Background: an optimization exercise with open tools, aiming at small area, a short achievable clock period and few clock cycles per item. Do not read the settings as production practice. RTL that was checked went through simulation tests only; none was proved equivalent to the original. For run 1, only the layout was checked, not whether the RTL still works. Power figures rest on the tool's default switching activity, not on a simulated workload.

[flow/run.sh]
#!/bin/bash
# synth_recipe.tcl (not shown) runs the flow's synth.tcl, then flattens the netlist and writes it again
# the make line also repeats each setting of config.mk as NAME=value (left out here)
make -C /OpenROAD-flow-scripts/flow DESIGN_CONFIG=/design/flow/config.mk WORK_HOME=/design/flow/orfs CLKGATE_MAP_FILE= SYNTH_SCRIPT=/design/flow/synth_recipe.tcl finish
[flow/design.v]
module milestone_mac_array (
    input  logic         Clock_50,
    input  logic         Resetn,
    input  logic         start,
    input  logic         clear,
    input  logic [31:0]  init_value,
    input  logic         in_valid,
    output logic         in_ready,
    input  logic [47:0]  sample,
    input  logic [47:0]  coef,
    input  logic         subtract,
    output logic         out_valid,
    input  logic         out_ready,
    output logic [95:0]  acc_raw,
    output logic [23:0]  result,
    output logic         busy
);
    logic       busy_q;
    logic       acc_st_q;    
    logic       drain_q;     
    logic       fin_q;       
    logic       out_st_q;    
    logic [2:0] tap_cnt_q;
    logic accept;
    logic take;
    logic last_beat;
    logic resolve;           
    assign in_ready  = acc_st_q;
    assign out_valid = out_st_q;
    assign busy      = busy_q;
    assign accept    = in_valid && acc_st_q;
    assign take      = accept && !clear;
    assign last_beat = (tap_cnt_q == 3'd5);
    assign resolve   = fin_q || out_st_q;
    always_ff @(posedge Clock_50 or negedge Resetn) begin
        if (!Resetn) begin
            busy_q    <= 1'b0;
            acc_st_q  <= 1'b0;
            drain_q   <= 1'b0;
            fin_q     <= 1'b0;
            out_st_q  <= 1'b0;
            tap_cnt_q <= '0;
        end else if (clear || (out_st_q && out_ready)) begin
            busy_q    <= 1'b0;
            acc_st_q  <= 1'b0;
            drain_q   <= 1'b0;
            fin_q     <= 1'b0;
            out_st_q  <= 1'b0;
        end else if (!busy_q) begin
            if (start) begin
                busy_q    <= 1'b1;
                acc_st_q  <= 1'b1;
                tap_cnt_q <= '0;
            end
        end else begin
            drain_q <= 1'b0;
            fin_q   <= drain_q;
            if (fin_q) out_st_q <= 1'b1;
            if (accept) begin
                tap_cnt_q <= tap_cnt_q + 1'b1;
                if (last_beat) begin
                    acc_st_q <= 1'b0;
                    drain_q  <= 1'b1;
                end
            end
        end
    end
    for (genvar c = 0; c < 3; c++) begin : g_ch
        logic [16:0] bz;      
        logic [7:0]  one_d, two_d, neg_d;
        logic [7:0]  one, two, neg;
        logic [15:0] a;
        logic [31:0] acc_s, acc_c;
        logic [16:0] x0, x1, x2, x3, x4, x5, x6, x7;
        logic [31:0] tree_s, tree_c;
        logic [31:0] sum;
        logic [23:0] shifted;
        logic [7:0]  res_ch;
        assign bz = {coef[c*16 +: 16], 1'b0};
        always_comb begin
            for (int j = 0; j < 8; j++) begin
                one_d[j] = take & (bz[2*j+1] ^ bz[2*j]);
                two_d[j] = take & ((bz[2*j+2] & ~bz[2*j+1] & ~bz[2*j]) |
                                   (~bz[2*j+2] & bz[2*j+1] & bz[2*j]));
                neg_d[j] = take & (bz[2*j+2] ^ subtract);
            end
        end
        always_ff @(posedge Clock_50 or negedge Resetn) begin
            if (!Resetn) begin
                one <= '0;
                two <= '0;
                neg <= '0;
            end else begin
                one <= one_d;
                two <= two_d;
                neg <= neg_d;
            end
        end
        always_ff @(posedge Clock_50) begin
            a <= sample[c*16 +: 16];
        end
        assign x0 = (({17{one[0]}} & {a[15], a}) | ({17{two[0]}} & {a, 1'b0})) ^ {17{neg[0]}};
        assign x1 = (({17{one[1]}} & {a[15], a}) | ({17{two[1]}} & {a, 1'b0})) ^ {17{neg[1]}};
        assign x2 = (({17{one[2]}} & {a[15], a}) | ({17{two[2]}} & {a, 1'b0})) ^ {17{neg[2]}};
        assign x3 = (({17{one[3]}} & {a[15], a}) | ({17{two[3]}} & {a, 1'b0})) ^ {17{neg[3]}};
        assign x4 = (({17{one[4]}} & {a[15], a}) | ({17{two[4]}} & {a, 1'b0})) ^ {17{neg[4]}};
        assign x5 = (({17{one[5]}} & {a[15], a}) | ({17{two[5]}} & {a, 1'b0})) ^ {17{neg[5]}};
        assign x6 = (({17{one[6]}} & {a[15], a}) | ({17{two[6]}} & {a, 1'b0})) ^ {17{neg[6]}};
        assign x7 = (({17{one[7]}} & {a[15], a}) | ({17{two[7]}} & {a, 1'b0})) ^ {17{neg[7]}};
        logic t0, t1, t2, t3, t4, t5, t6, t7, t8, t9, t10, t11, t12, t13, t14, t15, t16, t17, t18, t19, t20, t21, t22, t23, t24, t25, t26, t27, t28, t29, t30, t31, t32, t33, t34, t35, t36, t37, t38, t39, t40, t41, t42, t43, t44, t45, t46, t47, t48, t49, t50, t51, t52, t53, t54, t55, t56, t57, t58, t59, t60, t61, t62, t63, t64, t65, t66, t67, t68, t69, t70, t71, t72, t73, t74, t75, t76, t77, t78, t79, t80, t81, t82, t83, t84, t85, t86, t87, t88, t89, t90, t91, t92, t93, t94, t95, t96, t97, t98, t99, t100, t101, t102, t103, t104, t105, t106, t107, t108, t109, t110, t111, t112, t113, t114, t115, t116, t117, t118, t119, t120, t121, t122, t123, t124, t125, t126, t127, t128, t129, t130, t131, t132, t133, t134, t135, t136, t137, t138, t139, t140, t141, t142, t143, t144, t145, t146, t147, t148, t149, t150, t151, t152, t153, t154, t155, t156, t157, t158, t159, t160, t161, t162, t163, t164, t165, t166, t167, t168, t169, t170, t171, t172, t173, t174, t175, t176, t177, t178, t179, t180, t181, t182, t183, t184, t185, t186, t187, t188, t189, t190, t191, t192, t193, t194, t195, t196, t197, t198, t199, t200, t201, t202, t203, t204, t205, t206, t207, t208, t209, t210, t211, t212, t213, t214, t215, t216, t217, t218, t219, t220, t221, t222, t223, t224, t225, t226, t227, t228, t229, t230, t231, t232, t233, t234, t235, t236, t237, t238, t239, t240, t241, t242, t243, t244, t245, t246, t247, t248, t249, t250, t251, t252, t253, t254, t255, t256, t257, t258, t259, t260, t261, t262, t263, t264, t265, t266, t267, t268, t269, t270, t271, t272, t273, t274, t275, t276, t277, t278, t279, t280, t281, t282, t283, t284, t285, t286, t287, t288, t289, t290, t291, t292, t293, t294, t295, t296, t297, t298, t299, t300, t301, t302, t303, t304, t305, t306, t307;
        assign t0 = acc_s[0] ^ acc_c[0] ^ neg[0];
        assign t1 = (acc_s[0] & acc_c[0]) | (acc_s[0] & neg[0]) | (acc_c[0] & neg[0]);
        assign t2 = acc_s[1] ^ acc_c[1] ^ x0[1];
        assign t3 = (acc_s[1] & acc_c[1]) | (acc_s[1] & x0[1]) | (acc_c[1] & x0[1]);
        assign t4 = acc_s[2] ^ acc_c[2] ^ neg[1];
        assign t5 = (acc_s[2] & acc_c[2]) | (acc_s[2] & neg[1]) | (acc_c[2] & neg[1]);
        assign t6 = x0[2] ^ x1[0] ^ t4;
        assign t7 = (x0[2] & x1[0]) | (x0[2] & t4) | (x1[0] & t4);
        assign t8 = acc_s[3] ^ acc_c[3] ^ x0[3];
        assign t9 = (acc_s[3] & acc_c[3]) | (acc_s[3] & x0[3]) | (acc_c[3] & x0[3]);
        assign t10 = x1[1] ^ t5 ^ t8;
        assign t11 = (x1[1] & t5) | (x1[1] & t8) | (t5 & t8);
        assign t12 = acc_s[4] ^ acc_c[4] ^ neg[2];
        assign t13 = (acc_s[4] & acc_c[4]) | (acc_s[4] & neg[2]) | (acc_c[4] & neg[2]);
        assign t14 = x0[4] ^ x1[2] ^ x2[0];
        assign t15 = (x0[4] & x1[2]) | (x0[4] & x2[0]) | (x1[2] & x2[0]);
        assign t16 = t12 ^ t9 ^ t14;
        assign t17 = (t12 & t9) | (t12 & t14) | (t9 & t14);
        assign t18 = acc_s[5] ^ acc_c[5] ^ x0[5];
        assign t19 = (acc_s[5] & acc_c[5]) | (acc_s[5] & x0[5]) | (acc_c[5] & x0[5]);
        assign t20 = x1[3] ^ x2[1] ^ t13;
        assign t21 = (x1[3] & x2[1]) | (x1[3] & t13) | (x2[1] & t13);
        assign t22 = t15 ^ t18 ^ t20;
        assign t23 = (t15 & t18) | (t15 & t20) | (t18 & t20);
        assign t24 = acc_s[6] ^ acc_c[6] ^ neg[3];
        assign t25 = (acc_s[6] & acc_c[6]) | (acc_s[6] & neg[3]) | (acc_c[6] & neg[3]);
        assign t26 = x0[6] ^ x1[4] ^ x2[2];
        assign t27 = (x0[6] & x1[4]) | (x0[6] & x2[2]) | (x1[4] & x2[2]);
        assign t28 = x3[0] ^ t24 ^ t19;
        assign t29 = (x3[0] & t24) | (x3[0] & t19) | (t24 & t19);
        assign t30 = t26 ^ t21 ^ t28;
        assign t31 = (t26 & t21) | (t26 & t28) | (t21 & t28);
        assign t32 = acc_s[7] ^ acc_c[7] ^ x0[7];
        assign t33 = (acc_s[7] & acc_c[7]) | (acc_s[7] & x0[7]) | (acc_c[7] & x0[7]);
        assign t34 = x1[5] ^ x2[3] ^ x3[1];
        assign t35 = (x1[5] & x2[3]) | (x1[5] & x3[1]) | (x2[3] & x3[1]);
        assign t36 = t25 ^ t27 ^ t32;
        assign t37 = (t25 & t27) | (t25 & t32) | (t27 & t32);
        assign t38 = t34 ^ t29 ^ t36;
        assign t39 = (t34 & t29) | (t34 & t36) | (t29 & t36);
        assign t40 = acc_s[8] ^ acc_c[8] ^ neg[4];
        assign t41 = (acc_s[8] & acc_c[8]) | (acc_s[8] & neg[4]) | (acc_c[8] & neg[4]);
        assign t42 = x0[8] ^ x1[6] ^ x2[4];
        assign t43 = (x0[8] & x1[6]) | (x0[8] & x2[4]) | (x1[6] & x2[4]);
        assign t44 = x3[2] ^ x4[0] ^ t40;
        assign t45 = (x3[2] & x4[0]) | (x3[2] & t40) | (x4[0] & t40);
        assign t46 = t33 ^ t35 ^ t42;
        assign t47 = (t33 & t35) | (t33 & t42) | (t35 & t42);
        assign t48 = t44 ^ t37 ^ t46;
        assign t49 = (t44 & t37) | (t44 & t46) | (t37 & t46);
        assign t50 = acc_s[9] ^ acc_c[9] ^ x0[9];
        assign t51 = (acc_s[9] & acc_c[9]) | (acc_s[9] & x0[9]) | (acc_c[9] & x0[9]);
        assign t52 = x1[7] ^ x2[5] ^ x3[3];
        assign t53 = (x1[7] & x2[5]) | (x1[7] & x3[3]) | (x2[5] & x3[3]);
        assign t54 = x4[1] ^ t41 ^ t43;
        assign t55 = (x4[1] & t41) | (x4[1] & t43) | (t41 & t43);
        assign t56 = t50 ^ t52 ^ t45;
        assign t57 = (t50 & t52) | (t50 & t45) | (t52 & t45);
        assign t58 = t54 ^ t47 ^ t56;
        assign t59 = (t54 & t47) | (t54 & t56) | (t47 & t56);
        assign t60 = acc_s[10] ^ acc_c[10] ^ neg[5];
        assign t61 = (acc_s[10] & acc_c[10]) | (acc_s[10] & neg[5]) | (acc_c[10] & neg[5]);
        assign t62 = x0[10] ^ x1[8] ^ x2[6];
        assign t63 = (x0[10] & x1[8]) | (x0[10] & x2[6]) | (x1[8] & x2[6]);
        assign t64 = x3[4] ^ x4[2] ^ x5[0];
        assign t65 = (x3[4] & x4[2]) | (x3[4] & x5[0]) | (x4[2] & x5[0]);
        assign t66 = t60 ^ t51 ^ t53;
        assign t67 = (t60 & t51) | (t60 & t53) | (t51 & t53);
        assign t68 = t62 ^ t64 ^ t55;
        assign t69 = (t62 & t64) | (t62 & t55) | (t64 & t55);
        assign t70 = t66 ^ t57 ^ t68;
        assign t71 = (t66 & t57) | (t66 & t68) | (t57 & t68);
        assign t72 = acc_s[11] ^ acc_c[11] ^ x0[11];
        assign t73 = (acc_s[11] & acc_c[11]) | (acc_s[11] & x0[11]) | (acc_c[11] & x0[11]);
        assign t74 = x1[9] ^ x2[7] ^ x3[5];
        assign t75 = (x1[9] & x2[7]) | (x1[9] & x3[5]) | (x2[7] & x3[5]);
        assign t76 = x4[3] ^ x5[1] ^ t61;
        assign t77 = (x4[3] & x5[1]) | (x4[3] & t61) | (x5[1] & t61);
        assign t78 = t63 ^ t65 ^ t72;
        assign t79 = (t63 & t65) | (t63 & t72) | (t65 & t72);
        assign t80 = t74 ^ t76 ^ t67;
        assign t81 = (t74 & t76) | (t74 & t67) | (t76 & t67);
        assign t82 = t78 ^ t69 ^ t80;
        assign t83 = (t78 & t69) | (t78 & t80) | (t69 & t80);
        assign t84 = acc_s[12] ^ acc_c[12] ^ neg[6];
        assign t85 = (acc_s[12] & acc_c[12]) | (acc_s[12] & neg[6]) | (acc_c[12] & neg[6]);
        assign t86 = x0[12] ^ x1[10] ^ x2[8];
        assign t87 = (x0[12] & x1[10]) | (x0[12] & x2[8]) | (x1[10] & x2[8]);
        assign t88 = x3[6] ^ x4[4] ^ x5[2];
        assign t89 = (x3[6] & x4[4]) | (x3[6] & x5[2]) | (x4[4] & x5[2]);
        assign t90 = x6[0] ^ t84 ^ t73;
        assign t91 = (x6[0] & t84) | (x6[0] & t73) | (t84 & t73);
        assign t92 = t75 ^ t86 ^ t88;
        assign t93 = (t75 & t86) | (t75 & t88) | (t86 & t88);
        assign t94 = t77 ^ t90 ^ t79;
        assign t95 = (t77 & t90) | (t77 & t79) | (t90 & t79);
        assign t96 = t92 ^ t81 ^ t94;
        assign t97 = (t92 & t81) | (t92 & t94) | (t81 & t94);
        assign t98 = acc_s[13] ^ acc_c[13] ^ x0[13];
        assign t99 = (acc_s[13] & acc_c[13]) | (acc_s[13] & x0[13]) | (acc_c[13] & x0[13]);
        assign t100 = x1[11] ^ x2[9] ^ x3[7];
        assign t101 = (x1[11] & x2[9]) | (x1[11] & x3[7]) | (x2[9] & x3[7]);
        assign t102 = x4[5] ^ x5[3] ^ x6[1];
        assign t103 = (x4[5] & x5[3]) | (x4[5] & x6[1]) | (x5[3] & x6[1]);
        assign t104 = t85 ^ t87 ^ t89;
        assign t105 = (t85 & t87) | (t85 & t89) | (t87 & t89);
        assign t106 = t98 ^ t100 ^ t102;
        assign t107 = (t98 & t100) | (t98 & t102) | (t100 & t102);
        assign t108 = t91 ^ t104 ^ t93;
        assign t109 = (t91 & t104) | (t91 & t93) | (t104 & t93);
        assign t110 = t106 ^ t95 ^ t108;
        assign t111 = (t106 & t95) | (t106 & t108) | (t95 & t108);
        assign t112 = acc_s[14] ^ acc_c[14] ^ neg[7];
        assign t113 = (acc_s[14] & acc_c[14]) | (acc_s[14] & neg[7]) | (acc_c[14] & neg[7]);
        assign t114 = x0[14] ^ x1[12] ^ x2[10];
        assign t115 = (x0[14] & x1[12]) | (x0[14] & x2[10]) | (x1[12] & x2[10]);
        assign t116 = x3[8] ^ x4[6] ^ x5[4];
        assign t117 = (x3[8] & x4[6]) | (x3[8] & x5[4]) | (x4[6] & x5[4]);
        assign t118 = x6[2] ^ x7[0] ^ t112;
        assign t119 = (x6[2] & x7[0]) | (x6[2] & t112) | (x7[0] & t112);
        assign t120 = t99 ^ t101 ^ t103;
        assign t121 = (t99 & t101) | (t99 & t103) | (t101 & t103);
        assign t122 = t114 ^ t116 ^ t118;
        assign t123 = (t114 & t116) | (t114 & t118) | (t116 & t118);
        assign t124 = t105 ^ t120 ^ t107;
        assign t125 = (t105 & t120) | (t105 & t107) | (t120 & t107);
        assign t126 = t122 ^ t109 ^ t124;
        assign t127 = (t122 & t109) | (t122 & t124) | (t109 & t124);
        assign t128 = acc_s[15] ^ acc_c[15] ^ x0[15];
        assign t129 = (acc_s[15] & acc_c[15]) | (acc_s[15] & x0[15]) | (acc_c[15] & x0[15]);
        assign t130 = x1[13] ^ x2[11] ^ x3[9];
        assign t131 = (x1[13] & x2[11]) | (x1[13] & x3[9]) | (x2[11] & x3[9]);
        assign t132 = x4[7] ^ x5[5] ^ x6[3];
        assign t133 = (x4[7] & x5[5]) | (x4[7] & x6[3]) | (x5[5] & x6[3]);
        assign t134 = x7[1] ^ t113 ^ t115;
        assign t135 = (x7[1] & t113) | (x7[1] & t115) | (t113 & t115);
        assign t136 = t117 ^ t128 ^ t130;
        assign t137 = (t117 & t128) | (t117 & t130) | (t128 & t130);
        assign t138 = t132 ^ t119 ^ t121;
        assign t139 = (t132 & t119) | (t132 & t121) | (t119 & t121);
        assign t140 = t134 ^ t136 ^ t123;
        assign t141 = (t134 & t136) | (t134 & t123) | (t136 & t123);
        assign t142 = t125 ^ t138 ^ t140;
        assign t143 = (t125 & t138) | (t125 & t140) | (t138 & t140);
        assign t144 = acc_s[16] ^ acc_c[16] ^ x0[16];
        assign t145 = (acc_s[16] & acc_c[16]) | (acc_s[16] & x0[16]) | (acc_c[16] & x0[16]);
        assign t146 = x1[14] ^ x2[12] ^ x3[10];
        assign t147 = (x1[14] & x2[12]) | (x1[14] & x3[10]) | (x2[12] & x3[10]);
        assign t148 = x4[8] ^ x5[6] ^ x6[4];
        assign t149 = (x4[8] & x5[6]) | (x4[8] & x6[4]) | (x5[6] & x6[4]);
        assign t150 = x7[2] ^ t129 ^ t131;
        assign t151 = (x7[2] & t129) | (x7[2] & t131) | (t129 & t131);
        assign t152 = t133 ^ t144 ^ t146;
        assign t153 = (t133 & t144) | (t133 & t146) | (t144 & t146);
        assign t154 = t148 ^ t135 ^ t150;
        assign t155 = (t148 & t135) | (t148 & t150) | (t135 & t150);
        assign t156 = t137 ^ t152 ^ t139;
        assign t157 = (t137 & t152) | (t137 & t139) | (t152 & t139);
        assign t158 = t154 ^ t141 ^ t156;
        assign t159 = (t154 & t141) | (t154 & t156) | (t141 & t156);
        assign t160 = acc_s[17] ^ acc_c[17] ^ x0[16];
        assign t161 = (acc_s[17] & acc_c[17]) | (acc_s[17] & x0[16]) | (acc_c[17] & x0[16]);
        assign t162 = x1[15] ^ x2[13] ^ x3[11];
        assign t163 = (x1[15] & x2[13]) | (x1[15] & x3[11]) | (x2[13] & x3[11]);
        assign t164 = x4[9] ^ x5[7] ^ x6[5];
        assign t165 = (x4[9] & x5[7]) | (x4[9] & x6[5]) | (x5[7] & x6[5]);
        assign t166 = x7[3] ^ t145 ^ t147;
        assign t167 = (x7[3] & t145) | (x7[3] & t147) | (t145 & t147);
        assign t168 = t149 ^ t160 ^ t162;
        assign t169 = (t149 & t160) | (t149 & t162) | (t160 & t162);
        assign t170 = t164 ^ t151 ^ t166;
        assign t171 = (t164 & t151) | (t164 & t166) | (t151 & t166);
        assign t172 = t153 ^ t168 ^ t155;
        assign t173 = (t153 & t168) | (t153 & t155) | (t168 & t155);
        assign t174 = t170 ^ t157 ^ t172;
        assign t175 = (t170 & t157) | (t170 & t172) | (t157 & t172);
        assign t176 = acc_s[18] ^ acc_c[18] ^ ~x0[16];
        assign t177 = (acc_s[18] & acc_c[18]) | (acc_s[18] & ~x0[16]) | (acc_c[18] & ~x0[16]);
        assign t178 = ~x1[16] ^ x2[14] ^ x3[12];
        assign t179 = (~x1[16] & x2[14]) | (~x1[16] & x3[12]) | (x2[14] & x3[12]);
        assign t180 = x4[10] ^ x5[8] ^ x6[6];
        assign t181 = (x4[10] & x5[8]) | (x4[10] & x6[6]) | (x5[8] & x6[6]);
        assign t182 = x7[4] ^ t161 ^ t163;
        assign t183 = (x7[4] & t161) | (x7[4] & t163) | (t161 & t163);
        assign t184 = t165 ^ t176 ^ t178;
        assign t185 = (t165 & t176) | (t165 & t178) | (t176 & t178);
        assign t186 = t180 ^ t167 ^ t182;
        assign t187 = (t180 & t167) | (t180 & t182) | (t167 & t182);
        assign t188 = t169 ^ t184 ^ t171;
        assign t189 = (t169 & t184) | (t169 & t171) | (t184 & t171);
        assign t190 = t186 ^ t173 ^ t188;
        assign t191 = (t186 & t173) | (t186 & t188) | (t173 & t188);
        assign t192 = ~(acc_s[19]);
        assign t193 = acc_c[19] ^ t192 ^ x2[15];
        assign t194 = (acc_c[19] & t192) | (acc_c[19] & x2[15]) | (t192 & x2[15]);
        assign t195 = x3[13] ^ x4[11] ^ x5[9];
        assign t196 = (x3[13] & x4[11]) | (x3[13] & x5[9]) | (x4[11] & x5[9]);
        assign t197 = x6[7] ^ x7[5] ^ t177;
        assign t198 = (x6[7] & x7[5]) | (x6[7] & t177) | (x7[5] & t177);
        assign t199 = t179 ^ t181 ^ t193;
        assign t200 = (t179 & t181) | (t179 & t193) | (t181 & t193);
        assign t201 = t195 ^ t183 ^ t197;
        assign t202 = (t195 & t183) | (t195 & t197) | (t183 & t197);
        assign t203 = t185 ^ t199 ^ t187;
        assign t204 = (t185 & t199) | (t185 & t187) | (t199 & t187);
        assign t205 = t201 ^ t189 ^ t203;
        assign t206 = (t201 & t189) | (t201 & t203) | (t189 & t203);
        assign t207 = acc_s[20] ^ acc_c[20] ^ (acc_s[19]);
        assign t208 = (acc_s[20] & acc_c[20]) | (acc_s[20] & (acc_s[19])) | (acc_c[20] & (acc_s[19]));
        assign t209 = t207 ^ ~x2[16] ^ x3[14];
        assign t210 = (t207 & ~x2[16]) | (t207 & x3[14]) | (~x2[16] & x3[14]);
        assign t211 = x4[12] ^ x5[10] ^ x6[8];
        assign t212 = (x4[12] & x5[10]) | (x4[12] & x6[8]) | (x5[10] & x6[8]);
        assign t213 = x7[6] ^ t194 ^ t196;
        assign t214 = (x7[6] & t194) | (x7[6] & t196) | (t194 & t196);
        assign t215 = t209 ^ t211 ^ t198;
        assign t216 = (t209 & t211) | (t209 & t198) | (t211 & t198);
        assign t217 = t213 ^ t200 ^ t202;
        assign t218 = (t213 & t200) | (t213 & t202) | (t200 & t202);
        assign t219 = t215 ^ t204 ^ t217;
        assign t220 = (t215 & t204) | (t215 & t217) | (t204 & t217);
        assign t221 = ~(acc_s[21]);
        assign t222 = acc_c[21] ^ t221 ^ t208;
        assign t223 = (acc_c[21] & t221) | (acc_c[21] & t208) | (t221 & t208);
        assign t224 = x3[15] ^ x4[13] ^ x5[11];
        assign t225 = (x3[15] & x4[13]) | (x3[15] & x5[11]) | (x4[13] & x5[11]);
        assign t226 = x6[9] ^ x7[7] ^ t222;
        assign t227 = (x6[9] & x7[7]) | (x6[9] & t222) | (x7[7] & t222);
        assign t228 = t210 ^ t212 ^ t224;
        assign t229 = (t210 & t212) | (t210 & t224) | (t212 & t224);
        assign t230 = t226 ^ t214 ^ t228;
        assign t231 = (t226 & t214) | (t226 & t228) | (t214 & t228);
        assign t232 = t216 ^ t230 ^ t218;
        assign t233 = (t216 & t230) | (t216 & t218) | (t230 & t218);
        assign t234 = acc_s[22] ^ acc_c[22] ^ (acc_s[21]);
        assign t235 = (acc_s[22] & acc_c[22]) | (acc_s[22] & (acc_s[21])) | (acc_c[22] & (acc_s[21]));
        assign t236 = t234 ^ ~x3[16] ^ x4[14];
        assign t237 = (t234 & ~x3[16]) | (t234 & x4[14]) | (~x3[16] & x4[14]);
        assign t238 = x5[12] ^ x6[10] ^ x7[8];
        assign t239 = (x5[12] & x6[10]) | (x5[12] & x7[8]) | (x6[10] & x7[8]);
        assign t240 = t223 ^ t225 ^ t236;
        assign t241 = (t223 & t225) | (t223 & t236) | (t225 & t236);
        assign t242 = t238 ^ t227 ^ t229;
        assign t243 = (t238 & t227) | (t238 & t229) | (t227 & t229);
        assign t244 = t240 ^ t231 ^ t242;
        assign t245 = (t240 & t231) | (t240 & t242) | (t231 & t242);
        assign t246 = ~(acc_s[23]);
        assign t247 = acc_c[23] ^ t246 ^ t235;
        assign t248 = (acc_c[23] & t246) | (acc_c[23] & t235) | (t246 & t235);
        assign t249 = x4[15] ^ x5[13] ^ x6[11];
        assign t250 = (x4[15] & x5[13]) | (x4[15] & x6[11]) | (x5[13] & x6[11]);
        assign t251 = x7[9] ^ t247 ^ t237;
        assign t252 = (x7[9] & t247) | (x7[9] & t237) | (t247 & t237);
        assign t253 = t239 ^ t249 ^ t251;
        assign t254 = (t239 & t249) | (t239 & t251) | (t249 & t251);
        assign t255 = t241 ^ t243 ^ t253;
        assign t256 = (t241 & t243) | (t241 & t253) | (t243 & t253);
        assign t257 = acc_s[24] ^ acc_c[24] ^ (acc_s[23]);
        assign t258 = (acc_s[24] & acc_c[24]) | (acc_s[24] & (acc_s[23])) | (acc_c[24] & (acc_s[23]));
        assign t259 = t257 ^ ~x4[16] ^ x5[14];
        assign t260 = (t257 & ~x4[16]) | (t257 & x5[14]) | (~x4[16] & x5[14]);
        assign t261 = x6[12] ^ x7[10] ^ t248;
        assign t262 = (x6[12] & x7[10]) | (x6[12] & t248) | (x7[10] & t248);
        assign t263 = t250 ^ t259 ^ t261;
        assign t264 = (t250 & t259) | (t250 & t261) | (t259 & t261);
        assign t265 = t252 ^ t263 ^ t254;
        assign t266 = (t252 & t263) | (t252 & t254) | (t263 & t254);
        assign t267 = ~(acc_s[25]);
        assign t268 = acc_c[25] ^ t267 ^ t258;
        assign t269 = (acc_c[25] & t267) | (acc_c[25] & t258) | (t267 & t258);
        assign t270 = x5[15] ^ x6[13] ^ x7[11];
        assign t271 = (x5[15] & x6[13]) | (x5[15] & x7[11]) | (x6[13] & x7[11]);
        assign t272 = t268 ^ t260 ^ t270;
        assign t273 = (t268 & t260) | (t268 & t270) | (t260 & t270);
        assign t274 = t262 ^ t272 ^ t264;
        assign t275 = (t262 & t272) | (t262 & t264) | (t272 & t264);
        assign t276 = acc_s[26] ^ acc_c[26] ^ (acc_s[25]);
        assign t277 = (acc_s[26] & acc_c[26]) | (acc_s[26] & (acc_s[25])) | (acc_c[26] & (acc_s[25]));
        assign t278 = t276 ^ ~x5[16] ^ x6[14];
        assign t279 = (t276 & ~x5[16]) | (t276 & x6[14]) | (~x5[16] & x6[14]);
        assign t280 = x7[12] ^ t269 ^ t271;
        assign t281 = (x7[12] & t269) | (x7[12] & t271) | (t269 & t271);
        assign t282 = t278 ^ t280 ^ t273;
        assign t283 = (t278 & t280) | (t278 & t273) | (t280 & t273);
        assign t284 = ~(acc_s[27]);
        assign t285 = acc_c[27] ^ t284 ^ t277;
        assign t286 = (acc_c[27] & t284) | (acc_c[27] & t277) | (t284 & t277);
        assign t287 = x6[15] ^ x7[13] ^ t285;
        assign t288 = (x6[15] & x7[13]) | (x6[15] & t285) | (x7[13] & t285);
        assign t289 = t279 ^ t287 ^ t281;
        assign t290 = (t279 & t287) | (t279 & t281) | (t287 & t281);
        assign t291 = acc_s[28] ^ acc_c[28] ^ (acc_s[27]);
        assign t292 = (acc_s[28] & acc_c[28]) | (acc_s[28] & (acc_s[27])) | (acc_c[28] & (acc_s[27]));
        assign t293 = t291 ^ ~x6[16] ^ x7[14];
        assign t294 = (t291 & ~x6[16]) | (t291 & x7[14]) | (~x6[16] & x7[14]);
        assign t295 = t286 ^ t293 ^ t288;
        assign t296 = (t286 & t293) | (t286 & t288) | (t293 & t288);
        assign t297 = ~(acc_s[29]);
        assign t298 = acc_c[29] ^ t297 ^ t292;
        assign t299 = (acc_c[29] & t297) | (acc_c[29] & t292) | (t297 & t292);
        assign t300 = x7[15] ^ t298 ^ t294;
        assign t301 = (x7[15] & t298) | (x7[15] & t294) | (t298 & t294);
        assign t302 = acc_s[30] ^ acc_c[30] ^ (acc_s[29]);
        assign t303 = (acc_s[30] & acc_c[30]) | (acc_s[30] & (acc_s[29])) | (acc_c[30] & (acc_s[29]));
        assign t304 = t302 ^ ~x7[16] ^ t299;
        assign t305 = (t302 & ~x7[16]) | (t302 & t299) | (~x7[16] & t299);
        assign t306 = ~(acc_s[31]);
        assign t307 = acc_c[31] ^ t306 ^ t303;
        assign tree_s = {t307, t304, t300, t295, t283, t282, t274, t256, t245, t244, t220, t206, t191, t175, t159, t143, t127, t111, t97, t83, t71, t59, t49, t39, t31, t23, t17, t11, t7, t3, t1, x0[0]};
        assign tree_c = {t305, t301, t296, t290, t289, t275, t266, t265, t255, t233, t232, t219, t205, t190, t174, t158, t142, t126, t110, t96, t82, t70, t58, t48, t38, t30, t22, t16, t10, t6, t2, t0};
        logic [31:0] cp_g0, cp_p0;
        assign cp_g0 = acc_s & acc_c;
        assign cp_p0 = acc_s ^ acc_c;
        logic cp_G0, cp_P0;
        assign cp_G0 = cp_g0[1] | (cp_p0[1] & cp_g0[0]);
        assign cp_P0 = cp_p0[1] & cp_p0[0];
        logic cp_G1, cp_P1;
        assign cp_G1 = cp_g0[3] | (cp_p0[3] & cp_g0[2]);
        assign cp_P1 = cp_p0[3] & cp_p0[2];
        logic cp_G2, cp_P2;
        assign cp_G2 = cp_g0[5] | (cp_p0[5] & cp_g0[4]);
        assign cp_P2 = cp_p0[5] & cp_p0[4];
        logic cp_G3, cp_P3;
        assign cp_G3 = cp_g0[7] | (cp_p0[7] & cp_g0[6]);
        assign cp_P3 = cp_p0[7] & cp_p0[6];
        logic cp_G4, cp_P4;
        assign cp_G4 = cp_g0[9] | (cp_p0[9] & cp_g0[8]);
        assign cp_P4 = cp_p0[9] & cp_p0[8];
        logic cp_G5, cp_P5;
        assign cp_G5 = cp_g0[11] | (cp_p0[11] & cp_g0[10]);
        assign cp_P5 = cp_p0[11] & cp_p0[10];
        logic cp_G6, cp_P6;
        assign cp_G6 = cp_g0[13] | (cp_p0[13] & cp_g0[12]);
        assign cp_P6 = cp_p0[13] & cp_p0[12];
        logic cp_G7, cp_P7;
        assign cp_G7 = cp_g0[15] | (cp_p0[15] & cp_g0[14]);
        assign cp_P7 = cp_p0[15] & cp_p0[14];
        logic cp_G8, cp_P8;
        assign cp_G8 = cp_g0[17] | (cp_p0[17] & cp_g0[16]);
        assign cp_P8 = cp_p0[17] & cp_p0[16];
        logic cp_G9, cp_P9;
        assign cp_G9 = cp_g0[19] | (cp_p0[19] & cp_g0[18]);
        assign cp_P9 = cp_p0[19] & cp_p0[18];
        logic cp_G10, cp_P10;
        assign cp_G10 = cp_g0[21] | (cp_p0[21] & cp_g0[20]);
        assign cp_P10 = cp_p0[21] & cp_p0[20];
        logic cp_G11, cp_P11;
        assign cp_G11 = cp_g0[23] | (cp_p0[23] & cp_g0[22]);
        assign cp_P11 = cp_p0[23] & cp_p0[22];
        logic cp_G12, cp_P12;
        assign cp_G12 = cp_g0[25] | (cp_p0[25] & cp_g0[24]);
        assign cp_P12 = cp_p0[25] & cp_p0[24];
        logic cp_G13, cp_P13;
        assign cp_G13 = cp_g0[27] | (cp_p0[27] & cp_g0[26]);
        assign cp_P13 = cp_p0[27] & cp_p0[26];
        logic cp_G14, cp_P14;
        assign cp_G14 = cp_g0[29] | (cp_p0[29] & cp_g0[28]);
        assign cp_P14 = cp_p0[29] & cp_p0[28];
        logic cp_G15, cp_P15;
        assign cp_G15 = cp_g0[31] | (cp_p0[31] & cp_g0[30]);
        assign cp_P15 = cp_p0[31] & cp_p0[30];
        logic cp_G16, cp_P16;
        assign cp_G16 = cp_G1 | (cp_P1 & cp_G0);
        assign cp_P16 = cp_P1 & cp_P0;
        logic cp_G17, cp_P17;
        assign cp_G17 = cp_G3 | (cp_P3 & cp_G2);
        assign cp_P17 = cp_P3 & cp_P2;
        logic cp_G18, cp_P18;
        assign cp_G18 = cp_G5 | (cp_P5 & cp_G4);
        assign cp_P18 = cp_P5 & cp_P4;
        logic cp_G19, cp_P19;
        assign cp_G19 = cp_G7 | (cp_P7 & cp_G6);
        assign cp_P19 = cp_P7 & cp_P6;
        logic cp_G20, cp_P20;
        assign cp_G20 = cp_G9 | (cp_P9 & cp_G8);
        assign cp_P20 = cp_P9 & cp_P8;
        logic cp_G21, cp_P21;
        assign cp_G21 = cp_G11 | (cp_P11 & cp_G10);
        assign cp_P21 = cp_P11 & cp_P10;
        logic cp_G22, cp_P22;
        assign cp_G22 = cp_G13 | (cp_P13 & cp_G12);
        assign cp_P22 = cp_P13 & cp_P12;
        logic cp_G23, cp_P23;
        assign cp_G23 = cp_G15 | (cp_P15 & cp_G14);
        assign cp_P23 = cp_P15 & cp_P14;
        logic cp_G24, cp_P24;
        assign cp_G24 = cp_G17 | (cp_P17 & cp_G16);
        assign cp_P24 = cp_P17 & cp_P16;
        logic cp_G25, cp_P25;
        assign cp_G25 = cp_G19 | (cp_P19 & cp_G18);
        assign cp_P25 = cp_P19 & cp_P18;
        logic cp_G26, cp_P26;
        assign cp_G26 = cp_G21 | (cp_P21 & cp_G20);
        assign cp_P26 = cp_P21 & cp_P20;
        logic cp_G27, cp_P27;
        assign cp_G27 = cp_G23 | (cp_P23 & cp_G22);
        assign cp_P27 = cp_P23 & cp_P22;
        logic cp_G28, cp_P28;
        assign cp_G28 = cp_G25 | (cp_P25 & cp_G24);
        assign cp_P28 = cp_P25 & cp_P24;
        logic cp_G29, cp_P29;
        assign cp_G29 = cp_G27 | (cp_P27 & cp_G26);
        assign cp_P29 = cp_P27 & cp_P26;
        logic cp_G30, cp_P30;
        assign cp_G30 = cp_G29 | (cp_P29 & cp_G28);
        assign cp_P30 = cp_P29 & cp_P28;
        logic cp_G31, cp_P31;
        assign cp_G31 = cp_G26 | (cp_P26 & cp_G28);
        assign cp_P31 = cp_P26 & cp_P28;
        logic cp_G32, cp_P32;
        assign cp_G32 = cp_G18 | (cp_P18 & cp_G24);
        assign cp_P32 = cp_P18 & cp_P24;
        logic cp_G33, cp_P33;
        assign cp_G33 = cp_G20 | (cp_P20 & cp_G28);
        assign cp_P33 = cp_P20 & cp_P28;
        logic cp_G34, cp_P34;
        assign cp_G34 = cp_G22 | (cp_P22 & cp_G31);
        assign cp_P34 = cp_P22 & cp_P31;
        logic cp_G35, cp_P35;
        assign cp_G35 = cp_G2 | (cp_P2 & cp_G16);
        assign cp_P35 = cp_P2 & cp_P16;
        logic cp_G36, cp_P36;
        assign cp_G36 = cp_G4 | (cp_P4 & cp_G24);
        assign cp_P36 = cp_P4 & cp_P24;
        logic cp_G37, cp_P37;
        assign cp_G37 = cp_G6 | (cp_P6 & cp_G32);
        assign cp_P37 = cp_P6 & cp_P32;
        logic cp_G38, cp_P38;
        assign cp_G38 = cp_G8 | (cp_P8 & cp_G28);
        assign cp_P38 = cp_P8 & cp_P28;
        logic cp_G39, cp_P39;
        assign cp_G39 = cp_G10 | (cp_P10 & cp_G33);
        assign cp_P39 = cp_P10 & cp_P33;
        logic cp_G40, cp_P40;
        assign cp_G40 = cp_G12 | (cp_P12 & cp_G31);
        assign cp_P40 = cp_P12 & cp_P31;
        logic cp_G41, cp_P41;
        assign cp_G41 = cp_G14 | (cp_P14 & cp_G34);
        assign cp_P41 = cp_P14 & cp_P34;
        logic cp_G42, cp_P42;
        assign cp_G42 = cp_g0[2] | (cp_p0[2] & cp_G0);
        assign cp_P42 = cp_p0[2] & cp_P0;
        logic cp_G43, cp_P43;
        assign cp_G43 = cp_g0[4] | (cp_p0[4] & cp_G16);
        assign cp_P43 = cp_p0[4] & cp_P16;
        logic cp_G44, cp_P44;
        assign cp_G44 = cp_g0[6] | (cp_p0[6] & cp_G35);
        assign cp_P44 = cp_p0[6] & cp_P35;
        logic cp_G45, cp_P45;
        assign cp_G45 = cp_g0[8] | (cp_p0[8] & cp_G24);
        assign cp_P45 = cp_p0[8] & cp_P24;
        logic cp_G46, cp_P46;
        assign cp_G46 = cp_g0[10] | (cp_p0[10] & cp_G36);
        assign cp_P46 = cp_p0[10] & cp_P36;
        logic cp_G47, cp_P47;
        assign cp_G47 = cp_g0[12] | (cp_p0[12] & cp_G32);
        assign cp_P47 = cp_p0[12] & cp_P32;
        logic cp_G48, cp_P48;
        assign cp_G48 = cp_g0[14] | (cp_p0[14] & cp_G37);
        assign cp_P48 = cp_p0[14] & cp_P37;
        logic cp_G49, cp_P49;
        assign cp_G49 = cp_g0[16] | (cp_p0[16] & cp_G28);
        assign cp_P49 = cp_p0[16] & cp_P28;
        logic cp_G50, cp_P50;
        assign cp_G50 = cp_g0[18] | (cp_p0[18] & cp_G38);
        assign cp_P50 = cp_p0[18] & cp_P38;
        logic cp_G51, cp_P51;
        assign cp_G51 = cp_g0[20] | (cp_p0[20] & cp_G33);
        assign cp_P51 = cp_p0[20] & cp_P33;
        logic cp_G52, cp_P52;
        assign cp_G52 = cp_g0[22] | (cp_p0[22] & cp_G39);
        assign cp_P52 = cp_p0[22] & cp_P39;
        logic cp_G53, cp_P53;
        assign cp_G53 = cp_g0[24] | (cp_p0[24] & cp_G31);
        assign cp_P53 = cp_p0[24] & cp_P31;
        logic cp_G54, cp_P54;
        assign cp_G54 = cp_g0[26] | (cp_p0[26] & cp_G40);
        assign cp_P54 = cp_p0[26] & cp_P40;
        logic cp_G55, cp_P55;
        assign cp_G55 = cp_g0[28] | (cp_p0[28] & cp_G34);
        assign cp_P55 = cp_p0[28] & cp_P34;
        logic cp_G56, cp_P56;
        assign cp_G56 = cp_g0[30] | (cp_p0[30] & cp_G41);
        assign cp_P56 = cp_p0[30] & cp_P41;
        assign sum = {cp_p0[31] ^ cp_G56, cp_p0[30] ^ cp_G41, cp_p0[29] ^ cp_G55, cp_p0[28] ^ cp_G34, cp_p0[27] ^ cp_G54, cp_p0[26] ^ cp_G40, cp_p0[25] ^ cp_G53, cp_p0[24] ^ cp_G31, cp_p0[23] ^ cp_G52, cp_p0[22] ^ cp_G39, cp_p0[21] ^ cp_G51, cp_p0[20] ^ cp_G33, cp_p0[19] ^ cp_G50, cp_p0[18] ^ cp_G38, cp_p0[17] ^ cp_G49, cp_p0[16] ^ cp_G28, cp_p0[15] ^ cp_G48, cp_p0[14] ^ cp_G37, cp_p0[13] ^ cp_G47, cp_p0[12] ^ cp_G32, cp_p0[11] ^ cp_G46, cp_p0[10] ^ cp_G36, cp_p0[9] ^ cp_G45, cp_p0[8] ^ cp_G24, cp_p0[7] ^ cp_G44, cp_p0[6] ^ cp_G35, cp_p0[5] ^ cp_G43, cp_p0[4] ^ cp_G16, cp_p0[3] ^ cp_G42, cp_p0[2] ^ cp_G0, cp_p0[1] ^ cp_g0[0], cp_p0[0]};
        always_ff @(posedge Clock_50) begin
            if (!busy_q) begin
                acc_s <= init_value;
                acc_c <= '0;
            end else if (resolve) begin
                acc_s <= sum;
                acc_c <= '0;
            end else begin
                acc_s <= tree_s;
                acc_c <= tree_c;
            end
        end
        assign shifted = sum[31:8];
        always_comb begin
            res_ch = shifted[7:0];
            if (shifted[23]) begin
                res_ch = '0;
            end else if (|shifted[22:8]) begin
                res_ch = '1;
            end
        end
        logic [7:0] res_q;
        always_ff @(posedge Clock_50) begin
            res_q <= res_ch;
        end
        assign acc_raw[c*32 +: 32] = acc_s;
        assign result[c*8 +: 8]    = res_q;
    end
endmodule
[flow/constraint.sdc]
create_clock -name core_clock -period 8.0 [get_ports {Clock_50}]
set_input_delay 1.6000 -clock core_clock [delete_from_list [all_inputs] [get_ports {Clock_50}]]
set_output_delay 1.6000 -clock core_clock [all_outputs]
set_load 0.01 [all_outputs]
[flow/config.mk]
export PLATFORM = sky130hd
export DESIGN_NAME = milestone_mac_array
export DESIGN_NICKNAME = milestone_mac_array
export VERILOG_FILES = /design/flow/design.v
export SDC_FILE = /design/flow/constraint.sdc
export NUM_CORES = 4
export LEC_CHECK = 0
export CAP_MARGIN = 20
export CORE_MARGIN = 2
export CORE_UTILIZATION = 40
export SETUP_SLACK_MARGIN = 4.5
export SLEW_MARGIN = 20
==> flow_metrics.tcl, run 1 <==
set metrics [dict create \
    syn_inst 3510 \
    die_x_um 292 \
    antenna_left 0 \
    placedInstanceArea_um2 36300 \
    cp_slowest_cell "fa_2" \
    htree_num_levels 2 \
    wirelength_um 114000 \
    hp-class "flip-flop to flip-flop" \
    synth-edff-count 0 \
    drtIter0Drc 2652 \
    p_leak_nw 17.2 \
    fin_cells 4841 \
    gp_congestion 0.901 \
    slew_viol_final 0 \
    yosys_warnings 1 \
    yosysTopAreaCell "fa_1" \
    num-nets-final 4477 \
    cp.arrival_ns 4.37 \
    finalSetupViolations 0 \
    cts_tree "done" \
    yosys-top-cells-count "inv_1, fa_1, xnor2_1" \
    clockBufferDepth 3 \
    cts-root-buf "clkbuf_16" \
    critPathMaxStageDelay_ns 0.46 \
    crit_buf_inv 1 \
    num_vias 26555 \
    critPathTopFamily "simple AND/OR/NAND/NOR gates" \
    synth.most_common_cell "inv_1" \
    relSlewSlack_pct 17.8 \
    required_ns 8.43 \
    cts_sinks 344 \
    period_minus_slack_ns 3.94 \
    final_area_um2 41000 \
    cp_max_fo 8 \
    synthArstFlopShare_pct 23.3 \
    core_um2 82100 \
    dr.pass1.iters 6 \
    maxCapViolations 0 \
    grt_pass1_vias 26976 \
    ys_types 58 \
    grt_pass1_wl_um 172000 \
    die_h_um 292 \
    grt.overflow.total 0 \
    ioPinCount 258 \
    ir_worst_vdd_v 0.000153 \
    dpl.cell_count 4567 \
    synth_area_um2 33200 \
    worst_slew_pin_slew_ns 1.23 \
    crit_top_cell "nand4_1" \
    tns_ns 0 \
    clock.fmax_mhz 254 \
    start_util_pct 40.5 \
    hold_ws_ns 0.536 \
    dp_hpwl_um 81300 \
    setup_ws_ns 4.06 \
    period_share_pct 49.3 \
    synth.net_count 4250 \
    rsz0062_at_grt "true" \
    synth_seq_cells 344 \
    cp-end-kind "flip-flop" \
    grtUsageTotal_pct 26.6 \
    worstPathCellList "ha_1, nand4_1, or2_0, o32ai_4, o21ai_2, and3_4, o31ai_4, a31o_1, fa_2, nor4b_2, nand4_1, nor3_4, buf_12, a21oi_1" \
    antennaDiodeCount 0 \
    drcViolationCount 0 \
    antenna_found_initial 8 \
    post_drt_wl_per_cell_um 23.6 \
    final_core_util_pct 49.9 \
    viasPerCell 5.49 \
    synth-main-ff-cell "dfxtp_1" \
    layout-drive-gt1-share_pct 19.3 \
    synth_area_leaders "fa_1, dfxtp_1, xnor2_1" \
    cts_made_buffers 45 \
    clkLatencyLatePin_ns 0.59 \
    cp-start-kind "flip-flop" \
    io_buffers 257 \
    clk_pin_slew_ns 0.06 \
    die_area_um2 85400 \
    hold_viol 0 \
    power_mw 10.7 \
    seq_area_frac_synth_pct 21.9 \
    crit_type "flip-flop to flip-flop" \
    netlist.area_leader.share_pct 30.0 \
    grt_max_degree 71 \
    area_delta_synth_final_pct 23.4 \
    dp_slack_ns 3.65 \
    outcome "complete, no violations" \
    power.density_nw_per_um2 262 \
    rows 105 \
    postSynthAreaPerCell_um2 9.47 \
    fin_skew_ns 0.0207 \
]
## registers in the layout (all words and copies together) (netlist names), 3 cells and up
register    flops
g_ch.a         48
g_ch.acc_c     96
g_ch.acc_s     96
g_ch.neg       24
g_ch.one       24
g_ch.res_q     24
g_ch.two       24
tap_cnt_q       3
## layer usage
metal	up-vias	wire [um]	global-route usage, %
met1	13397	48100	36.9
met5	-	59	0
met4	8	3780	8.02
met3	252	11900	7.34
met2	1304	50500	40.5
li1	11594	-	-
## path summary, 6_finish.rpt
check / startpoint / endpoint / slack [ns] / cells after the start
max in group asynchronous: Resetn / g_ch[1].two[6]$_DFF_PN0_ / 5.71 / 2
min reg2reg: drain_q$_DFFE_PN0N_ / drain_q$_DFFE_PN0N_ / 0.54 / 2
max reg2reg: g_ch[2].acc_s[13]$_DFF_P_ / g_ch[2].res_q[3]$_SDFF_PP0_ / 4.06 / 14
min: drain_q$_DFFE_PN0N_ / drain_q$_DFFE_PN0N_ / 0.54 / 2
min in group asynchronous: Resetn / g_ch[0].one[6]$_DFF_PN0_ / 0.89 / 1
max: g_ch[2].acc_s[13]$_DFF_P_ / g_ch[2].res_q[3]$_SDFF_PP0_ / 4.06 / 14
## area by class of cell
type / instances / area (um^2)
Multi-Input combinational cell: 2352 / 24100
Tap cell: 1070 / 1340
Timing Repair Buffer: 476 / 4450
Fill cell: 7487 / 41100
Inverter: 518 / 1980
Sequential cell: 344 / 7610
Clock inverter: 16 / 120
Clock buffer: 65 / 1350
## power by group
group	internal, mW	leakage, nW	total (mW)	switching [mW]
sequential	2.12	3.23	2.73	0.610
clock	1.20	0.730	2.04	0.842
combinational	2.75	13.2	5.97	3.23
## cells by family after synthesis
logic type	count (synthesis)	synth area share [%]
buf+inv	814	9.20
flops	344	21.9
mux	3	0.0942
fa+ha+maj	605	34.0
xor+xnor	504	13.3
compound gates	710	14.2
simple gates	530	7.24
## placed cells by master (no fill, tap or decap), types with 120 or more instances in the layout
cell type and count:
xor2_1 120, clkdlybuf4s50_1 255, a22oi_1 291, xnor2_1 349, nor2_1 201, inv_1 471
nand2_1 162, buf_4 185, dfxtp_1 207, fa_1 422
## worst register-to-register path, cell delays in order, from the launching register on
cell and delay [ns]:
dfxtp_1 0.36, ha_1 0.37, nand4_1 0.21, or2_0 0.32, o32ai_4 0.36, o21ai_2 0.13
and3_4 0.21, o31ai_4 0.27, a31o_1 0.22, fa_2 0.46, nor4b_2 0.26, nand4_1 0.17
nor3_4 0.19, buf_12 0.16, a21oi_1 0.08
## what timing repair did
item	4_1_cts	5_1_grt
resized for setup	308	233
endpoints found under the hold margin	0	0
endpoints found under the setup margin	103	86
gates cloned	1	0
hold buffers	0	0
setup buffers	138	53
pin swaps	80	163
==> inputs of run 2 (changes only) <==
--- a/flow/design.v
+++ b/flow/design.v
@@ -76,5 +76,5 @@
         logic [31:0] sum;
         logic [23:0] shifted;
-        logic [7:0]  res_ch;
+        logic [7:0]  res_ch, res_out;
         assign bz = {coef[c*16 +: 16], 1'b0};
         always_comb begin
@@ -594,17 +594,13 @@
         assign cp_P56 = cp_p0[30] & cp_P41;
         assign sum = {cp_p0[31] ^ cp_G56, cp_p0[30] ^ cp_G41, cp_p0[29] ^ cp_G55, cp_p0[28] ^ cp_G34, cp_p0[27] ^ cp_G54, cp_p0[26] ^ cp_G40, cp_p0[25] ^ cp_G53, cp_p0[24] ^ cp_G31, cp_p0[23] ^ cp_G52, cp_p0[22] ^ cp_G39, cp_p0[21] ^ cp_G51, cp_p0[20] ^ cp_G33, cp_p0[19] ^ cp_G50, cp_p0[18] ^ cp_G38, cp_p0[17] ^ cp_G49, cp_p0[16] ^ cp_G28, cp_p0[15] ^ cp_G48, cp_p0[14] ^ cp_G37, cp_p0[13] ^ cp_G47, cp_p0[12] ^ cp_G32, cp_p0[11] ^ cp_G46, cp_p0[10] ^ cp_G36, cp_p0[9] ^ cp_G45, cp_p0[8] ^ cp_G24, cp_p0[7] ^ cp_G44, cp_p0[6] ^ cp_G35, cp_p0[5] ^ cp_G43, cp_p0[4] ^ cp_G16, cp_p0[3] ^ cp_G42, cp_p0[2] ^ cp_G0, cp_p0[1] ^ cp_g0[0], cp_p0[0]};
+        logic [31:0] alt_s;
+        logic        keep_tree;
+        assign keep_tree = busy_q && !resolve;
+        assign alt_s     = busy_q ? sum : init_value;
         always_ff @(posedge Clock_50) begin
-            if (!busy_q) begin
-                acc_s <= init_value;
-                acc_c <= '0;
-            end else if (resolve) begin
-                acc_s <= sum;
-                acc_c <= '0;
-            end else begin
-                acc_s <= tree_s;
-                acc_c <= tree_c;
-            end
+            acc_s <= keep_tree ? tree_s : alt_s;
+            acc_c <= keep_tree ? tree_c : 32'd0;
         end
-        assign shifted = sum[31:8];
+        assign shifted = acc_s[31:8];
         always_comb begin
             res_ch = shifted[7:0];
@@ -615,10 +611,7 @@
             end
         end
-        logic [7:0] res_q;
-        always_ff @(posedge Clock_50) begin
-            res_q <= res_ch;
-        end
+        assign res_out = res_ch;
         assign acc_raw[c*32 +: 32] = acc_s;
-        assign result[c*8 +: 8]    = res_q;
+        assign result[c*8 +: 8]    = res_out;
     end
 endmodule
--- a/flow/config.mk
+++ b/flow/config.mk
@@ -9,4 +9,4 @@
 export CORE_MARGIN = 2
 export CORE_UTILIZATION = 40
-export SETUP_SLACK_MARGIN = 4.5
+export SETUP_SLACK_MARGIN = 5.0
 export SLEW_MARGIN = 20
==> flow_metrics.tcl, run 2 <==
set metrics [dict create \
    ir_worst_vdd_v 0.000150 \
    antenna_left 0 \
    antenna_found_initial 8 \
    synth-edff-count 0 \
    cts_made_buffers 42 \
    crit_type "flip-flop to output pin" \
    synth_area_leaders "fa_1, dfxtp_1, xnor2_1" \
    area_delta_synth_final_pct 29.4 \
    critPathMaxStageDelay_ns 0.36 \
    clockBufferDepth 3 \
    grt_pass1_wl_um 174000 \
    cts_tree "done" \
    crit_buf_inv 2 \
    dr.pass1.iters 5 \
    final_cell_mix "inv_1, xnor2_1, fa_1, a22oi_1, fa_2" \
    syn_inst 3529 \
    slew_viol_final 0 \
    finalSetupViolations 0 \
    start_util_pct 40.3 \
    hp-start "drain_q$_DFFE_PN0N_" \
    worstPathCellList "nor4_4, nand4_1, buf_6, nor2_1, nor2_1, buf_2" \
    grt_max_degree 88 \
    rr_startpoint "g_ch[1].neg[3]$_DFF_PN0_" \
    synth_seq_cells 320 \
    yosys_warnings 1 \
    cp.arrival_ns 1.96 \
    num-nets-final 4537 \
    layout-drive-gt1-share_pct 32.1 \
    synthArstFlopShare_pct 25.0 \
    hold_viol 0 \
    wirelength_um 115000 \
    hold_ws_ns 0.529 \
    postSynthAreaPerCell_um2 9.34 \
    yosys-top-cells-count "inv_1, fa_1, xnor2_1" \
    cp-end-kind "output pin" \
    grt.overflow.total 0 \
    hold_buffers 0 \
    grt_pass1_vias 27211 \
    num_vias 26586 \
    synth.most_common_cell "inv_1" \
    p_leak_nw 17.7 \
    maxCapViolations 0 \
    htree_num_levels 2 \
    power.density_nw_per_um2 267 \
    rows 105 \
    cp-start-kind "flip-flop" \
    clkLatencyLatePin_ns 0.59 \
    relSlewSlack_pct 26.0 \
    ys_types 61 \
    die_x_um 291 \
    critPathTopFamily "simple AND/OR/NAND/NOR gates" \
    yosysTopAreaCell "fa_1" \
    die_area_um2 84700 \
    period_share_pct 44.4 \
    io_buffers 257 \
    gp_congestion 0.879 \
    synth.net_count 4269 \
    crit_top_cell "nor2_1" \
    top_regs "g_ch.acc_c (96), g_ch.acc_s (96), g_ch.a (48)" \
    clock.fmax_mhz 281 \
    grtUsageTotal_pct 27.0 \
    drcViolationCount 0 \
    synth_area_um2 33000 \
    dp_hpwl_um 79700 \
    period_minus_slack_ns 3.56 \
    cp_max_fo 6 \
    tns_ns 0 \
    required_ns 6.40 \
    clk_pin_slew_ns 0.06 \
    ioPinCount 258 \
    seq_area_frac_synth_pct 20.7 \
    worst_slew_pin_slew_ns 1.11 \
    cts-root-buf "clkbuf_16" \
    synth-main-ff-cell "dfxtp_1" \
    cp_slowest_cell "dfxtp_4" \
    fin_skew_ns 0.0317 \
    hp-class "flip-flop to flip-flop" \
    rsz0062_at_grt "true" \
    die_h_um 291 \
    drtIter0Drc 2190 \
    post_drt_wl_per_cell_um 23.5 \
    viasPerCell 5.42 \
    cts_sinks 320 \
    final_common_cell "inv_1" \
    outcome "complete, no violations" \
    crit_start "g_ch[2].acc_s[29]$_DFF_P_" \
    netlist.area_leader.share_pct 30.3 \
    core_um2 81800 \
]
==> run 2: changes by cell type in the layout (fill, tap and decap cells not counted), moves of 48 or more <==
cell / previous run / this run
fa_1: 422 / 287
fa_2: 76 / 211
clkdlybuf4s50_1: 255 / 132
dfxtp_1: 207 / 119
inv_1: 471 / 388
dlygate4sd2_1: 0 / 82
a22oi_1: 291 / 213
a22oi_2: 69 / 147
inv_2: 36 / 113
buf_6: 21 / 78
xnor2_2: 23 / 71
==> run 2: final timing paths <==
check / cells after the start / slack, ns / end
min: 2 / 0.53 / drain_q$_DFFE_PN0N_
max reg2reg: 11 / 4.55 / g_ch[1].acc_c[17]$_SDFF_PN0_
min in group asynchronous: 1 / 0.99 / g_ch[1].two[2]$_DFF_PN0_
min reg2reg: 2 / 0.53 / drain_q$_DFFE_PN0N_
max: 6 / 4.44 / result[19]
max in group asynchronous: 2 / 5.80 / busy_q$_DFF_PN0_
==> run 2: cells by family (layout without fill, tap and decap cells) <==
group | Yosys count | in the layout | synth area share (%)
other cells | 0 | 2 | 0
compound gates | 721 | 721 | 14.5
xor+xnor | 504 | 504 | 13.4
fa+ha+maj | 605 | 605 | 34.3
mux | 2 | 2 | 0.0607
flops | 320 | 320 | 20.7
simple gates | 568 | 568 | 7.83
buf+inv | 809 | 1110 | 9.28
==> run 2: worst reg2reg max path, stage by stage, from the launching register on <==
cell and delay, ns:
dfrtp_2 0.60, inv_6 0.17, xnor2_1 0.30, fa_1 0.22
inv_1 0.06, fa_1 0.52, inv_1 0.05, fa_2 0.33
inv_2 0.06, fa_1 0.43, fa_2 0.53, and3_1 0.14
==> run 2: stage by stage <==
stage | utilization, % | cell area [um^2] | instances | power, mW | setup slack (ns)
floorplan | - | 34400 | 3529 | 6.64 | 4.72
global placement | 44.6 | 36500 | 4591 | 8.66 | 3.93
detailed placement | 44.6 | 36500 | 4591 | 8.76 | 3.91
CTS | 50.6 | 41400 | 4861 | 11.2 | 4.46
global route | 52.1 | 42700 | 4900 | 12.5 | 4.35
finish | 52.1 | 42700 | 4902 | 11.4 | 4.44
==> run 2: cell type report <==
type,instances,area [um^2]
fill,7381,39200
clock buffer,61,1280
clock inverter,16,193
antenna,2,5.00
timing repair buffer,522,4930
tap,1070,1340
sequential,320,7320
multi-input combinational,2400,25600
inverter,511,1950
==> run 2: timing repair <==
action | 4_1_cts | 5_1_grt
endpoints found under the setup margin | 260 | 169
cloned | 0 | 0
gates resized for setup | 941 | 291
pin swaps | 319 | 233
buffers inserted | 193 | 39
==> run 2: power breakdown <==
group	total (mW)	internal, mW	switching [mW]
sequential	2.73	2.05	0.675
clock	2.04	1.24	0.805
combinational	6.61	3.07	3.54
==> run 2: layer usage <==
metal	track usage (%)	routed length, um	up-vias	part of all wire [%]
met1	37.0	48700	13444	42
met3	6.80	10900	210	9.4
li1	-	-	11772	-
met5	0	27	-	0.023
met4	8.81	4050	4	3.5
met2	41.5	51800	1156	45
Testbench counts of run 2, summed over its fixed seeds: cycles 24,000, items 2,400.
==> inputs of run 3 (changes only) <==
--- a/flow/config.mk
+++ b/flow/config.mk
@@ -9,4 +9,4 @@
 export CORE_MARGIN = 2
 export CORE_UTILIZATION = 40
-export SETUP_SLACK_MARGIN = 5.0
+export SETUP_SLACK_MARGIN = 4.5
 export SLEW_MARGIN = 20
==> flow_metrics.tcl, run 3 <==
set metrics [dict create \
    synth-main-ff-cell "dfxtp_1" \
    grt_use_met2_pct 39.7 \
    finalSetupViolations 0 \
    worstPathCellList "buf_4, o21ai_4, xnor2_2, inv_2, fa_2, fa_1, fa_2, inv_2, fa_1, fa_2, and3_1" \
    p_leak_nw 16.9 \
    cts_tree "done" \
    antenna_found_initial 5 \
    rows 105 \
    tns_ns 0 \
    clkLatencyLatePin_ns 0.58 \
    hold_ws_ns 0.545 \
    post_drt_wl_per_cell_um 22.6 \
    met3_usage_pct 7.00 \
    fin_skew_ns 0.0183 \
    final_cell_mix "inv_1, fa_1, xnor2_1, a22oi_1, clkdlybuf4s50_1" \
    cts_sinks 320 \
    die_area_um2 84700 \
    busiest_layer "met2" \
    die_x_um 291 \
    num_vias 25861 \
    combinationalPowerShare_pct 56.4 \
    period_minus_slack_ns 3.51 \
    final_area_um2 40100 \
    rsz0062_at_grt "true" \
    syn_inst 3529 \
    layout-drive-gt1-share_pct 16.9 \
    grtUsageTotal_pct 25.8 \
    cp-start-kind "flip-flop" \
    relSlewSlack_pct 26.3 \
    netlist.area_leader.share_pct 30.3 \
    synth_seq_cells 320 \
    cp_max_fo 4 \
    grt_max_degree 91 \
    cts_made_buffers 43 \
    yosys-top-cells-count "inv_1, fa_1, xnor2_1" \
    synth.net_count 4269 \
    top_regs "g_ch.acc_c (96), g_ch.acc_s (96), g_ch.a (48)" \
    seq_power_share_pct 24.5 \
    ys_types 61 \
    grt_pass1_wl_um 167000 \
    antenna_left 0 \
    cp.arrival_ns 4.03 \
    start_util_pct 40.3 \
    core_um2 81800 \
    synth-edff-count 0 \
    power.density_nw_per_um2 273 \
    dp_hpwl_um 78900 \
    pwr-share-clk_pct 19.0 \
    slew_viol_final 0 \
    clockBufferDepth 3 \
    hp-class "flip-flop to flip-flop" \
    fill_cells 7563 \
    sw_frac_of_total_pct 43.8 \
    maxCapViolations 0 \
    dr.pass1.iters 6 \
    synth_area_leaders "fa_1, dfxtp_1, xnor2_1" \
    required_ns 8.51 \
    viasPerCell 5.33 \
    dpl.cell_count 4598 \
    clk_pin_slew_ns 0.06 \
    multi_input_area_um2 23900 \
    ir_worst_vdd_v 0.000150 \
    grt.overflow.total 0 \
    die_h_um 291 \
    internal_power_mw 6.14 \
    wirelength_um 110000 \
    dp_slack_ns 3.96 \
    cp_slowest_cell "fa_2" \
    cp-end-kind "flip-flop" \
    synth_area_um2 33000 \
    area_delta_synth_final_pct 21.7 \
    critPathMaxStageDelay_ns 0.57 \
    crit_top_cell "fa_2" \
    num-nets-final 4488 \
    gp_congestion 0.889 \
    grt_pass1_vias 26170 \
    seqCellArea_um2 7110 \
    synthArstFlopShare_pct 25.0 \
    yosys_warnings 1 \
    period_share_pct 43.9 \
    clock.fmax_mhz 285 \
    ioPinCount 258 \
    htree_num_levels 2 \
    fin_cells 4853 \
    seq_area_frac_synth_pct 20.7 \
    worst_slew_pin_slew_ns 1.10 \
    drtIter0Drc 2293 \
    io_buffers 257 \
    crit_type "flip-flop to flip-flop" \
    synth.most_common_cell "inv_1" \
    placedInstanceArea_um2 36000 \
    grt_use_met1_pct 35.3 \
    yosysTopAreaCell "fa_1" \
    drcViolationCount 0 \
    hold_viol 0 \
    postSynthAreaPerCell_um2 9.34 \
    final_common_cell "inv_1" \
    outcome "complete, no violations" \
    setup_ws_ns 4.49 \
    cts-root-buf "clkbuf_16" \
    switching_power_mw 4.79 \
]
run 3: cell counts after synthesis:
Identical to the previous run, type by type.
run 3: path summary, 6_finish.rpt:
| kind | endpoint | depth (start not counted) | slack, ns | from |
|---|---|---|---|---|
| worst min register to register | drain_q$_DFFE_PN0N_ | 2 | 0.54 | drain_q$_DFFE_PN0N_ |
| worst max-delay path | g_ch[0].acc_c[19]$_SDFF_PN0_ | 11 | 4.49 | g_ch[0].two[0]$_DFF_PN0_ |
| worst max register to register | g_ch[0].acc_c[19]$_SDFF_PN0_ | 11 | 4.49 | g_ch[0].two[0]$_DFF_PN0_ |
| min in group asynchronous | tap_cnt_q[1]$_DFFE_PN0P_ | 1 | 1.03 | Resetn |
| max in group asynchronous | g_ch[2].two[5]$_DFF_PN0_ | 2 | 5.82 | Resetn |
| worst min-delay path | drain_q$_DFFE_PN0N_ | 2 | 0.54 | drain_q$_DFFE_PN0N_ |
run 3: critical path: cells and delay by family (launching register included):
| family | cells | cell delay (ns) |
|---|---|---|
| AO/OA/AOI/OAI | 1 | 0.16 |
| AND/OR/NAND/NOR | 1 | 0.14 |
| adder cells (fa/ha/maj) | 5 | 2.24 |
| XOR/XNOR | 1 | 0.16 |
| flip-flops | 1 | 0.44 |
| buffers and inverters | 3 | 0.30 |
run 3: what timing repair did:
| action | 4_1_cts | 5_1_grt |
|---|---|---|
| hold buffers | 0 | 0 |
| pin swaps | 20 | 99 |
| setup buffers | 107 | 68 |
| resized for setup | 311 | 209 |
| endpoints found under the setup margin | 103 | 82 |
run 3: power groups by stage:
stage | clock (mW) | combinational, mW | sequential (mW)
detailed placement | 0 | 5.96 | 2.68
CTS | 2.12 | 6.09 | 2.66
global route | 2.18 | 7.15 | 2.74
floorplan | 0 | 4.12 | 2.45
global placement | 0 | 5.87 | 2.67
finish | 2.08 | 6.17 | 2.68
run 3: cell type report:
class	instances	area share, %
tap	1070	3.34
timing repair buffer	472	10.6
inverter	511	4.88
sequential	320	17.7
clock buffer	54	3.07
clock inverter	24	0.718
multi-input combinational	2400	59.7
antenna	2	0.0125
run 3: logic make-up after synthesis:
group,Yosys count,synth area share [%]
XOR/XNOR,504,13.4
AND/OR/NAND/NOR,568,7.83
flip-flops,320,20.7
buffers and inverters,809,9.28
multiplexers,2,0.0607
adder cells (fa/ha/maj),605,34.3
AO/OA/AOI/OAI,721,14.5
run 3: through the flow:
| stage | total power [mW] | util (%) |
|---|---|---|
| 5_1_grt | 12.1 | 49.0 |
| 6_report | 10.9 | 49.0 |
| 3_3_place_gp | 8.54 | 44.0 |
| 2_1_floorplan | 6.57 | - |
| 3_5_place_dp | 8.64 | 44.0 |
| 4_1_cts | 10.9 | 47.5 |
run 3: metal layers:
layer,vias to the layer above,part of all wire (%),routed length [um]
met3,172,9.2,10100
met1,12916,42,46600
met4,4,3.5,3800
met2,1105,45,49400
met5,-,0.019,21
li1,11664,-,-

[separate check: timing with driven ports]
In the flow no input, the clock included, has a driving cell. The finished layouts below were timed again as built, in two steps. Step 1 sets driving cells, clkbuf_16 on the clock port and buf_2 on the other inputs (assumed; they add their load-dependent delay and slew). Step 2 also shifts input and output timing later by t, the mid clock arrival at the registers, as if the neighbouring blocks saw the same clock. Three values: ideal ports, drivers, drivers and shift; two values: the first two.
run	t (ns)	setup slack, ns	latest minus earliest clock arrival (ns)	worst data-port slew with drivers (ns)	pins driven straight from the clock port
run 1	0.647	4.059 / 4.059 / 4.059	0.022 / 0.021	0.08	1
run 2	0.648	4.445 / 4.372 / 4.501	0.034 / 0.034	0.09	1
run 3	0.639	4.486 / 4.437 / 4.486	0.019 / 0.019	0.08	1
After both steps setup and hold are still met in every run listed.
